From an optimization exercise on the open Yosys and OpenROAD flow, aimed at small area, a short achievable clock period and few clock cycles per item; shortcuts taken in it are not production practice.
Only simulation tests tie the RTL to the original design; equivalence was not proved.
Power and IR drop assume default switching activity.

job 1340:
==> flow/design.v (excerpt) <==
module fan_step_hysteresis_level #(
	parameter int LEVELS = fshl_pkg::LEVELS_DEF
) (
	input  logic                           clk,
	input  logic                           arst_n,
	input  logic                           in_valid,
	output logic                           in_stall,
	input  fshl_pkg::temp_t                cpu_temp,
	input  fshl_pkg::temp_t                temp_regulator,
	input  fshl_pkg::temp_t                charger_temp,
	input  logic                           powered,
	output logic                           out_valid,
	input  logic                           out_stall,
	output logic [fshl_pkg::RPM_W-1:0]     target_rpm,
	output logic [fshl_pkg::LEVEL_W-1:0]   fan_level,
	input  logic                           cfg_valid,
	output logic                           cfg_ready,
	input  logic [fshl_pkg::CFG_IDX_W-1:0] cfg_index,
	input  logic [fshl_pkg::CFG_DATA_W-1:0] cfg_data
);
export LEC_CHECK = 0
export CAP_MARGIN = 20
export CORE_MARGIN = 2
export CORE_UTILIZATION = 65
export PLACE_DENSITY = 0.8
export SETUP_SLACK_MARGIN = 3.0
export SLEW_MARGIN = 20
create_clock -name core_clock -period 5.0 [get_ports {clk}]
run.sh (not shown) runs the stock make flow with config.mk's settings and CLKGATE_MAP_FILE= SYNTH_SCRIPT=/design/flow/synth_recipe.tcl, a recipe that flattens the netlist after the stock synthesis.
Job 1340 completed end to end with timing, DRC and antenna clean.
Testbench counts of job 1340, summed over its fixed seeds: cycles 4,822, items 4,255.
> inputs changed (job 1340 -> job 7803)
-- flow/config.mk --
<<< job 1340, line 10
export CORE_UTILIZATION = 65
export PLACE_DENSITY = 0.8
>>> job 7803, line 10
export CORE_UTILIZATION = 40
--- outcome ---
Lower clock buffer count from CTS among job 7803 and job 1340: job 1340
In the metrics for job 7803 and job 1340, the one carrying the lower met1 wire length is job 1340.
Diff job 1340 -> job 7803: post-cts gate resize count rose 68, top achievable clock speed rose about 1.5%, switching portion of total power increased 0.45 points.
Sort job 7803 and job 1340 by post-route fraction of the period consumed by the critical path, descending, and job 1340 comes first.
Job 1340 has higher signal arrival time at the worst endpoint than job 7803.
In the reports for job 7803 and job 1340, the smaller worst hold slack belongs to job 7803.
Final area, job 7803 vs job 1340: up by a few percent
Summary of job 7803 over job 1340: final layout net count shows an increase of 1.7%, number of remaining DRC errors stayed essentially flat.
Inputs modified between job 7803 and job 2491:
==> flow/flow/run.sh (new file) <==
#!/bin/bash
# Own layout flow: the standard layout (standard.sh, with its unchanged synthesis)
# run with one extra ORFS setting, in a config file that includes the standard flow's config.mk:
# the port buffers that global placement inserts start as buf_1 instead of the default
# buffer (repair still resizes any of them where slew, load or timing needs it).
# The make run's full output goes to flow_make.log in this folder.
set -euo pipefail
here=$(pwd)
{
	echo "include $here/config.mk"
	echo "export BUFFER_PORTS_ARGS = -buffer_cell sky130_fd_sc_hd__buf_1"
} > "$here/flow_config.mk"
sed "s#DESIGN_CONFIG=[^ ]*#DESIGN_CONFIG=$here/flow_config.mk#" standard.sh > own_standard.sh
bash own_standard.sh > flow_make.log 2>&1
==> flow/standard.sh (new file) <==
#!/bin/bash
# synth_recipe.tcl (not shown) runs the flow's synth.tcl, then flattens the netlist and writes it again
# the make line also repeats each setting of config.mk as NAME=value (left out here)
make -C /OpenROAD-flow-scripts/flow DESIGN_CONFIG=/design/flow/config.mk WORK_HOME=/design/flow/orfs CLKGATE_MAP_FILE= SYNTH_SCRIPT=/design/flow/synth_recipe.tcl "${@:-finish}"
-- flow/config.mk --
<<< job 7803, line 11
>>> job 2491, line 11
export CTS_BUF_LIST = sky130_fd_sc_hd__clkbuf_16
export CTS_CLUSTER_DIAMETER = 60
export CTS_CLUSTER_SIZE = 24
removed: flow/run.sh
Results
- Diff job 7803..job 2491 | synthesized cell count | unchanged
- Of job 7803 and job 2491, the run reporting the lower clock period minus final worst setup slack was job 7803.
- Looking at multi-input logic portion of the cell area, job 2491 sits 0.68 points higher than job 7803 does.
- In the tables for job 7803 and job 2491, total track usage reads lower with job 2491.
- Taking job 7803 as the reference, in job 2491 worst hold-check slack increased by 0.011 ns relative to the old numbers, clock-cell share of area dropped 0.96 points, switching portion of total power climbed 1.1 points, core outline area held steady.
Relative to job 2491, the following input files were edited for job 2275:
==> flow/flow/run.sh <==
#!/bin/bash
# Own layout flow: the standard layout (standard.sh, unchanged synthesis) with extra
# ORFS settings in a config that includes the standard flow's config.mk:
#  - port buffers start as buf_1 (repair still resizes them where timing needs it);
#  - power recovery after global routing downsizes cells on paths with slack.
# Each tool's output goes to a log file in this folder.
set -euo pipefail
here=$(pwd)
{
	echo "include $here/config.mk"
	echo "export BUFFER_PORTS_ARGS = -buffer_cell sky130_fd_sc_hd__buf_1"
	echo "export RECOVER_POWER = 100"
} > "$here/flow_config.mk"
sed "s#DESIGN_CONFIG=[^ ]*#DESIGN_CONFIG=$here/flow_config.mk#" standard.sh > own_standard.sh
bash own_standard.sh > flow_make.log 2>&1
-- flow/config.mk --
<<< job 2491, line 11
export CTS_BUF_LIST = sky130_fd_sc_hd__clkbuf_16
export CTS_CLUSTER_DIAMETER = 60
export CTS_CLUSTER_SIZE = 24
>>> job 2275, line 11
### Flow results
- | job 2275 | all stages done | FAIL | capacitance limit, slew limit |
- Status: global-route usage parity (job 2275, job 2491)
- On setup slack, job 2275 does worse than job 2491.
- Job 2275 vs job 2491, termination of the worst setup path: s1_fell_q vs s1_dn_q[4]
- Utilization of the core after routing was lower in the run labelled job 2275.
- On routed wire length, job 2275 and job 2491 are basically level.
- Lower register share of the cell area goes to job 2491 over job 2275.

-- re-timing with driven ports --
Ports are ideal in the flow. The routed layouts listed here were re-timed in OpenROAD.
Step 1, drivers: a clkbuf_16 drives clk and a buf_2 each remaining input, both assumed.
Step 2 times the ports against the registers' clock, not the clock port: input delays grow and output delays shrink by t, the midpoint of the rising clock arrivals with the driver on.
Slacks: no drivers / after step 1 / after step 2; pairs: no drivers / after step 1.
run | t (ns) | setup WS [ns] | worst hold slack (ns)
job 1340 | 0.601 | 2.480 / 2.463 / 1.863 | 0.529 / 0.529 / 0.529
job 7803 | 0.660 | 2.518 / 2.481 / 1.887 | 0.506 / 0.506 / 0.506
job 2491 | 0.625 | 2.506 / 2.496 / 1.871 | 0.517 / 0.513 / 0.517
job 2275 | 0.649 | 1.532 / 1.558 / 0.909 | 0.522 / 0.508 / 0.522
For job 2491, which loses most, drivers alone change the setup slack by -0.010 ns; drivers and shift together by -0.635 ns.
